This is an optimization exercise on Yosys and OpenROAD, whose aim is small area, a short achievable clock period and few clock cycles per item, not a production implementation. Function was checked by simulation only, so behaviour that the tests miss may differ from the original.

==> v20 <==
==> flow/design.v <==
`timescale 1ns/1ps
module icache_top (
   input  logic                      clk,
   input  logic                      reset,
   input  logic [32:0]   cpu_req,
   input  logic                      req_valid,
   output logic                      req_ready,
   output logic [32:0]   cpu_resp,
   output logic                      resp_valid,
   input  logic                      resp_ready,
   output logic [32-1:0] mem_req,
   output logic                      mem_valid,
   input  logic                      mem_ready,
   input  logic [32-1:0] mem_rdata,
   input  logic                      mem_rdata_valid
);
   localparam int AW = 32;
   localparam int WW = 32;
   localparam int NS = 16;
   localparam int NL = 4;
   localparam int OW = $clog2(4 * 32 / 8);
   localparam int IW = $clog2(16);
   localparam int TW = (32 - $clog2(16) - $clog2(4 * 32 / 8));
   localparam int SW = $clog2(4);
   localparam int BW = $clog2(32 / 8);
   localparam int LW = AW - OW;
   localparam int NE = NS * NL;
   logic          r0_v, r1_v;
   logic [AW:0]   r0_q, r1_q;
   logic [NS-1:0] r0_soh;
   logic [NE-1:0] r0_eoh;
   logic          acc;
   logic          mv;
   logic          r0_load;
   logic [AW:0]   r0_src;
   assign req_ready = !r1_v;
   assign acc = req_valid && req_ready;
   always_ff @(posedge clk) begin
      if (reset) begin
         r0_v <= 1'b0;
         r1_v <= 1'b0;
      end else if (mv) begin
         if (r1_v) begin
            r0_v <= 1'b1;
            r1_v <= acc;
         end else begin
            r0_v <= acc;
         end
      end else if (acc) begin
         if (!r0_v) begin
            r0_v <= 1'b1;
         end else begin
            r1_v <= 1'b1;
         end
      end
   end
   assign r0_load = mv ? (r1_v || acc) : (acc && !r0_v);
   assign r0_src = r1_v ? r1_q : cpu_req;
   always_ff @(posedge clk) begin
      if (r0_load) begin
         r0_q <= r0_src;
         for (int s = 0; s < NS; s++) begin
            r0_soh[s] <= r0_src[OW +: IW] == IW'(s);
         end
         for (int e = 0; e < NE; e++) begin
            r0_eoh[e] <= r0_src[BW +: IW+SW] == (IW+SW)'(e);
         end
      end
      if (acc) begin
         r1_q <= cpu_req;
      end
   end
   logic          r0_op;
   logic [IW-1:0] r0_set;
   logic [SW-1:0] r0_word;
   logic [TW-1:0] r0_tag;
   logic [LW-1:0] r0_line;
   assign r0_op = r0_q[AW];
   assign r0_set = r0_q[OW +: IW];
   assign r0_word = r0_q[BW +: SW];
   assign r0_tag = r0_q[AW-1 -: TW];
   assign r0_line = r0_q[AW-1 -: LW];
   logic [NS-1:0] valid0_q, valid1_q;
   logic [NS-1:0] lru_q;
   logic          fill_active;
   logic          fill_live;
   logic          fill_way;
   logic [LW-1:0] fill_line;
   logic [SW-1:0] fill_cnt;
   logic          beat_now;
   logic [IW-1:0] fill_set;
   assign fill_set = fill_line[IW-1:0];
   assign beat_now = fill_active && mem_rdata_valid;
   logic          l_v, l_op, l_hway, l_pend, l_rdy, l_miss;
   logic [AW-1:0] l_a;
   logic [WW-1:0] l_data;
   logic [IW-1:0] l_set;
   logic [SW-1:0] l_word;
   logic [TW-1:0] l_tag;
   assign l_set = l_a[OW +: IW];
   assign l_word = l_a[BW +: SW];
   assign l_tag = l_a[AW-1 -: TW];
   logic commit, victim, l_leave, l_byp;
   assign victim = lru_q[l_set];
   assign commit = l_miss && !fill_active;
   logic inv_now;
   assign inv_now = mv && r0_op;
   logic [NS*TW-1:0] tag0_f, tag1_f;
   logic [NE*WW-1:0] d0_f, d1_f;
   logic [TW-1:0] rt0, rt1;
   logic [WW-1:0] rd0, rd1;
   logic          rv0, rv1;
   always_comb begin
      rt0 = '0;
      rt1 = '0;
      rv0 = 1'b0;
      rv1 = 1'b0;
      for (int s = 0; s < NS; s++) begin
         rt0 = rt0 | ({TW{r0_soh[s]}} & tag0_f[s*TW +: TW]);
         rt1 = rt1 | ({TW{r0_soh[s]}} & tag1_f[s*TW +: TW]);
      end
      rv0 = |(r0_soh & valid0_q);
      rv1 = |(r0_soh & valid1_q);
   end
   for (genvar s = 0; s < NS; s++) begin : g_set
      always_ff @(posedge clk) begin
         if (commit && l_set == IW'(s)) begin
            if (victim) tag1_f[s*TW +: TW] <= l_tag;
            else        tag0_f[s*TW +: TW] <= l_tag;
         end
      end
      always_ff @(posedge clk) begin
         if (reset) begin
            valid0_q[s] <= 1'b0;
            valid1_q[s] <= 1'b0;
         end else if (commit && l_set == IW'(s)) begin
            if (victim) valid1_q[s] <= 1'b1;
            else        valid0_q[s] <= 1'b1;
         end else if (inv_now && r0_set == IW'(s)) begin
            if (r0_q[0]) valid1_q[s] <= 1'b0;
            else         valid0_q[s] <= 1'b0;
         end
      end
      always_ff @(posedge clk) begin
         if (reset) begin
            lru_q[s] <= 1'b0;
         end else if (l_leave && !l_op && l_set == IW'(s)) begin
            lru_q[s] <= !l_hway;
         end
      end
   end
   for (genvar e = 0; e < NE; e++) begin : g_ent
      always_ff @(posedge clk) begin
         if (beat_now && {fill_set, fill_cnt} == (IW+SW)'(e)) begin
            if (fill_way) d1_f[e*WW +: WW] <= mem_rdata;
            else          d0_f[e*WW +: WW] <= mem_rdata;
         end
      end
   end
   always_comb begin
      rd0 = '0;
      rd1 = '0;
      for (int e = 0; e < NE; e++) begin
         rd0 = rd0 | ({WW{r0_eoh[e]}} & d0_f[e*WW +: WW]);
         rd1 = rd1 | ({WW{r0_eoh[e]}} & d1_f[e*WW +: WW]);
      end
   end
   logic h0, h1, fm, fmp, arr_now;
   assign h0 = rv0 && rt0 == r0_tag;
   assign h1 = rv1 && rt1 == r0_tag;
   assign fm = !r0_op && fill_active && fill_live && r0_line == fill_line;
   assign fmp = fm && fill_cnt <= r0_word;
   assign arr_now = beat_now && fill_cnt == r0_word;
   assign l_byp = l_pend && beat_now && fill_cnt == l_word;
   assign resp_valid = l_rdy || l_byp;
   assign l_leave = resp_valid && resp_ready;
   assign mv = r0_v && (!l_v || l_leave);
   always_ff @(posedge clk) begin
      if (reset) begin
         l_v <= 1'b0;
         l_rdy <= 1'b0;
         l_miss <= 1'b0;
         l_pend <= 1'b0;
      end else if (mv) begin
         l_v <= 1'b1;
         l_rdy <= r0_op || ((h0 || h1) && !(fmp && !arr_now));
         l_miss <= !r0_op && !h0 && !h1;
         l_pend <= fmp && !arr_now;
      end else if (l_leave) begin
         l_v <= 1'b0;
         l_rdy <= 1'b0;
         l_pend <= 1'b0;
      end else if (commit) begin
         l_miss <= 1'b0;
         l_pend <= 1'b1;
      end else if (l_byp) begin
         l_rdy <= 1'b1;
         l_pend <= 1'b0;
      end
   end
   always_ff @(posedge clk) begin
      if (mv) begin
         l_op <= r0_op;
         l_a <= r0_q[AW-1:0];
         l_hway <= h1;
         if (fmp && arr_now) begin
            l_data <= mem_rdata;
         end else begin
            l_data <= ({WW{h0 && !fmp && !r0_op}} & rd0) | ({WW{h1 && !fmp && !r0_op}} & rd1);
         end
      end else if (commit) begin
         l_hway <= victim;
      end else if (l_byp) begin
         l_data <= mem_rdata;
      end
   end
   assign cpu_resp = {l_op, l_byp ? mem_rdata : l_data};
   logic mreq_q;
   assign mem_valid = commit || mreq_q;
   assign mem_req = {l_a[AW-1:OW], {OW{1'b0}}};
   always_ff @(posedge clk) begin
      if (reset) begin
         mreq_q <= 1'b0;
         fill_active <= 1'b0;
         fill_live <= 1'b0;
      end else begin
         if (commit) begin
            mreq_q <= !mem_ready;
         end else if (mem_ready) begin
            mreq_q <= 1'b0;
         end
         if (commit) begin
            fill_active <= 1'b1;
            fill_live <= 1'b1;
         end else begin
            if (beat_now && fill_cnt == SW'(NL - 1)) begin
               fill_active <= 1'b0;
            end
            if (inv_now && r0_set == fill_set && r0_q[0] == fill_way) begin
               fill_live <= 1'b0;
            end
         end
      end
   end
   always_ff @(posedge clk) begin
      if (commit) begin
         fill_line <= l_a[AW-1:OW];
         fill_way <= victim;
         fill_cnt <= '0;
      end else if (beat_now) begin
         fill_cnt <= fill_cnt + SW'(1);
      end
   end
endmodule
==> flow/run.sh <==
#!/bin/bash
# synth_recipe.tcl (not shown) runs the flow's synth.tcl, then flattens the netlist and writes it again
# the make line also repeats each setting of config.mk as NAME=value (left out here)
make -C /OpenROAD-flow-scripts/flow DESIGN_CONFIG=/design/flow/config.mk WORK_HOME=/design/flow/orfs CLKGATE_MAP_FILE= SYNTH_SCRIPT=/design/flow/synth_recipe.tcl finish
==> flow/config.mk <==
export PLATFORM = sky130hd
export DESIGN_NAME = icache_top
export DESIGN_NICKNAME = icache_top
export VERILOG_FILES = /design/flow/design.v
export SDC_FILE = /design/flow/constraint.sdc
export NUM_CORES = 4
export LEC_CHECK = 0
export CAP_MARGIN = 20
export CORE_MARGIN = 2
export CORE_UTILIZATION = 40
export SETUP_SLACK_MARGIN = 4.5
export SLEW_MARGIN = 20
==> flow/constraint.sdc <==
create_clock -name core_clock -period 7.0 [get_ports {clk}]
set_input_delay 1.4000 -clock core_clock [delete_from_list [all_inputs] [get_ports {clk}]]
set_output_delay 1.4000 -clock core_clock [all_outputs]
set_load 0.01 [all_outputs]
==> inputs of v27, as changes to v20 <==
==> flow/design.v (replaced) <==
`timescale 1ns/1ps
module icache_top (
   input  logic                      clk,
   input  logic                      reset,
   input  logic [32:0]   cpu_req,
   input  logic                      req_valid,
   output logic                      req_ready,
   output logic [32:0]   cpu_resp,
   output logic                      resp_valid,
   input  logic                      resp_ready,
   output logic [32-1:0] mem_req,
   output logic                      mem_valid,
   input  logic                      mem_ready,
   input  logic [32-1:0] mem_rdata,
   input  logic                      mem_rdata_valid
);
   localparam int AW = 32;
   localparam int WW = 32;
   localparam int NS = 16;
   localparam int NL = 4;
   localparam int OW = $clog2(4 * 32 / 8);
   localparam int IW = $clog2(16);
   localparam int TW = (32 - $clog2(16) - $clog2(4 * 32 / 8));
   localparam int SW = $clog2(4);
   localparam int BW = $clog2(32 / 8);
   localparam int LW = AW - OW;
   logic          r0_v, r1_v;
   logic [AW:0]   r0_q, r1_q;
   logic          acc;
   logic          mv;
   assign req_ready = !r1_v;
   assign acc = req_valid && req_ready;
   always_ff @(posedge clk) begin
      if (reset) begin
         r0_v <= 1'b0;
         r1_v <= 1'b0;
      end else if (mv) begin
         if (r1_v) begin
            r0_v <= 1'b1;
            r1_v <= acc;
         end else begin
            r0_v <= acc;
         end
      end else if (acc) begin
         if (!r0_v) begin
            r0_v <= 1'b1;
         end else begin
            r1_v <= 1'b1;
         end
      end
   end
   always_ff @(posedge clk) begin
      if (mv) begin
         if (r1_v) begin
            r0_q <= r1_q;
         end else if (acc) begin
            r0_q <= cpu_req;
         end
         if (acc) begin
            r1_q <= cpu_req;
         end
      end else if (acc) begin
         if (!r0_v) begin
            r0_q <= cpu_req;
         end else begin
            r1_q <= cpu_req;
         end
      end
   end
   logic          r0_op;
   logic [IW-1:0] r0_set;
   logic [SW-1:0] r0_word;
   logic [TW-1:0] r0_tag;
   logic [LW-1:0] r0_line;
   assign r0_op = r0_q[AW];
   assign r0_set = r0_q[OW +: IW];
   assign r0_word = r0_q[BW +: SW];
   assign r0_tag = r0_q[AW-1 -: TW];
   assign r0_line = r0_q[AW-1 -: LW];
   logic [NS-1:0]       valid0_q, valid1_q;
   logic [NS-1:0]       lru_q;
   logic [NS*TW-1:0]    tag0_flat, tag1_flat;
   logic [NS*NL*WW-1:0] data0_flat, data1_flat;
   logic          fill_active;
   logic          fill_live;
   logic          fill_way;
   logic [LW-1:0] fill_line;
   logic [SW-1:0] fill_cnt;
   logic          beat_now;
   logic [IW-1:0] fill_set;
   assign fill_set = fill_line[IW-1:0];
   assign beat_now = fill_active && mem_rdata_valid;
   logic          l_v, l_op, l_hit, l_hway, l_sel1, l_pend;
   logic [AW-1:0] l_a;
   logic [WW-1:0] l_w0, l_w1;
   logic [IW-1:0] l_set;
   logic [SW-1:0] l_word;
   logic [TW-1:0] l_tag;
   assign l_set = l_a[OW +: IW];
   assign l_word = l_a[BW +: SW];
   assign l_tag = l_a[AW-1 -: TW];
   logic miss, commit, victim, l_leave, l_free;
   assign victim = lru_q[l_set];
   assign miss = l_v && !l_op && !l_hit;
   assign commit = miss && !fill_active;
   logic inv_now;
   assign inv_now = mv && r0_op;
   for (genvar s = 0; s < NS; s++) begin : g_set
      logic [TW-1:0] tag0, tag1;
      logic [WW-1:0] d0 [0:NL-1];
      logic [WW-1:0] d1 [0:NL-1];
      always_ff @(posedge clk) begin
         if (commit && l_set == IW'(s)) begin
            if (victim) tag1 <= l_tag;
            else        tag0 <= l_tag;
         end
      end
      for (genvar k = 0; k < NL; k++) begin : g_word
         always_ff @(posedge clk) begin
            if (beat_now && fill_set == IW'(s) && fill_cnt == SW'(k)) begin
               if (fill_way) d1[k] <= mem_rdata;
               else          d0[k] <= mem_rdata;
            end
         end
         assign data0_flat[(s*NL+k)*WW +: WW] = d0[k];
         assign data1_flat[(s*NL+k)*WW +: WW] = d1[k];
      end
      always_ff @(posedge clk) begin
         if (reset) begin
            valid0_q[s] <= 1'b0;
            valid1_q[s] <= 1'b0;
         end else if (commit && l_set == IW'(s)) begin
            if (victim) valid1_q[s] <= 1'b1;
            else        valid0_q[s] <= 1'b1;
         end else if (inv_now && r0_set == IW'(s)) begin
            if (r0_q[0]) valid1_q[s] <= 1'b0;
            else         valid0_q[s] <= 1'b0;
         end
      end
      always_ff @(posedge clk) begin
         if (reset) begin
            lru_q[s] <= 1'b0;
         end else if (l_leave && !l_op && l_set == IW'(s)) begin
            lru_q[s] <= !l_hway;
         end
      end
      assign tag0_flat[s*TW +: TW] = tag0;
      assign tag1_flat[s*TW +: TW] = tag1;
   end
   logic [TW-1:0] rt0, rt1;
   logic [WW-1:0] rd0, rd1;
   logic          h0, h1, fm, fmp, arr_now;
   assign rt0 = tag0_flat[r0_set*TW +: TW];
   assign rt1 = tag1_flat[r0_set*TW +: TW];
   assign rd0 = data0_flat[{r0_set, r0_word}*WW +: WW];
   assign rd1 = data1_flat[{r0_set, r0_word}*WW +: WW];
   assign h0 = valid0_q[r0_set] && rt0 == r0_tag;
   assign h1 = valid1_q[r0_set] && rt1 == r0_tag;
   assign fm = fill_active && fill_live && r0_line == fill_line;
   assign fmp = fm && fill_cnt <= r0_word;
   assign arr_now = beat_now && fill_cnt == r0_word;
   assign resp_valid = l_v && (l_op || (l_hit && !l_pend));
   assign l_leave = resp_valid && resp_ready;
   assign l_free = !l_v || l_leave;
   assign mv = r0_v && l_free;
   always_ff @(posedge clk) begin
      if (reset) begin
         l_v <= 1'b0;
      end else if (mv) begin
         l_v <= 1'b1;
      end else if (l_leave) begin
         l_v <= 1'b0;
      end
   end
   always_ff @(posedge clk) begin
      if (mv) begin
         l_op <= r0_op;
         l_a <= r0_q[AW-1:0];
         l_hit <= h0 || h1;
         l_hway <= h1;
         l_sel1 <= h1 && !fmp;
         l_pend <= fmp && !arr_now;
         l_w0 <= (fmp && arr_now) ? mem_rdata : rd0;
         l_w1 <= rd1;
      end else if (commit) begin
         l_hit <= 1'b1;
         l_hway <= victim;
         l_sel1 <= 1'b0;
         l_pend <= 1'b1;
      end else if (l_pend && beat_now && fill_cnt == l_word) begin
         l_w0 <= mem_rdata;
         l_pend <= 1'b0;
      end
   end
   assign cpu_resp = {l_op, l_op ? WW'(0) : (l_sel1 ? l_w1 : l_w0)};
   logic mreq_q;
   assign mem_valid = commit || mreq_q;
   assign mem_req = {l_a[AW-1:OW], {OW{1'b0}}};
   always_ff @(posedge clk) begin
      if (reset) begin
         mreq_q <= 1'b0;
         fill_active <= 1'b0;
         fill_live <= 1'b0;
      end else begin
         if (commit) begin
            mreq_q <= !mem_ready;
         end else if (mem_ready) begin
            mreq_q <= 1'b0;
         end
         if (commit) begin
            fill_active <= 1'b1;
            fill_live <= 1'b1;
         end else begin
            if (beat_now && fill_cnt == SW'(NL - 1)) begin
               fill_active <= 1'b0;
            end
            if (inv_now && r0_set == fill_set && r0_q[0] == fill_way) begin
               fill_live <= 1'b0;
            end
         end
      end
   end
   always_ff @(posedge clk) begin
      if (commit) begin
         fill_line <= l_a[AW-1:OW];
         fill_way <= victim;
         fill_cnt <= '0;
      end else if (beat_now) begin
         fill_cnt <= fill_cnt + SW'(1);
      end
   end
endmodule
--- a/flow/config.mk
+++ b/flow/config.mk
@@ -8,5 +8,5 @@
 export CAP_MARGIN = 20
 export CORE_MARGIN = 2
 export CORE_UTILIZATION = 40
-export SETUP_SLACK_MARGIN = 4.5
+export SETUP_SLACK_MARGIN = 4.0
 export SLEW_MARGIN = 20
==> results.tsv <==
stage	metric	value	unit
outcome	run_status	no timing/DRC/antenna violations	
critical_path	r2r-end	l_w0[28]	
logic_synthesis	ys_seq_elements	5112	
global_routing	grt_pass1_wl	844	mm
finish	fin_util	0.487	
clock_tree	clk_latency	1080	ps
logic_synthesis	synthesis.area	195000	um2
floorplanning	die_x	703	um
finish	inverters	21	
place	gp_congestion	0.884	
logic_synthesis	synth_xor_area_frac	0.00300	
finish	multi_input_cells	2990	
detailed_routing	first_pass_iters	6	
floorplanning	core.rowCount	256	
finish	sh_seq_area	0.646	
min_path	hold_end	lru_q[12]	
timing	worstMarginPinSlew	1190	ps
timing	holdWs	473	ps
(the above is from v27)
==> results.tsv <==
stage	metric	value	unit
logic_synthesis	synth_xor_area_frac	0.00377	
detailed_routing	first_pass_iters	9	
timing	worstMarginPinSlew	1350	ps
finish	multi_input_cells	3659	
floorplanning	core.rowCount	250	
global_routing	grt_pass1_wl	1070	mm
min_path	hold_end	l_a[3]	
place	gp_congestion	0.883	
finish	sh_seq_area	0.674	
logic_synthesis	ys_seq_elements	5160	
finish	fin_util	0.494	
timing	holdWs	465	ps
critical_path	r2r-end	l_data[11]	
finish	inverters	81	
clock_tree	clk_latency	1150	ps
floorplanning	die_x	686	um
outcome	run_status	no timing/DRC/antenna violations	
(the above is from v20)
Testbench counts of v20, summed over its fixed seeds: cycles 48,033, requests 32,000.
Testbench counts of v27, summed over its fixed seeds: cycles 52,025, requests 32,000.

-- port drivers added, routing unchanged --
The flow's constraints put no driver on any port. The routed layouts listed below were extracted and timed again, unchanged, in two steps.
Step 1, drivers: a clkbuf_16 drives clk and a buf_2 each remaining input, both assumed.
Step 2 adds t to the input delays and takes it off the output delays; t is the mean of the earliest and latest rising clock arrival at the registers after step 1. Input paths then give back, and output paths get back, about the clock's delay inside the block.
a / b / c = no drivers / after step 1 / after step 2; a / b = the first two.
run | t (ns) | setup WS [ns] | worst data-port slew with drivers (ns) | pins driven straight from the clock port
v20 | 1.178 | 2.657 / 2.387 / 2.119 | 0.32 | 1
v27 | 1.175 | 2.899 / 2.784 / 2.965 | 0.28 | 1
After both steps setup and hold are still met in every run listed. The setup slack of v20, which loses most, moves by -0.270 ns with the drivers and by -0.538 ns with both steps.
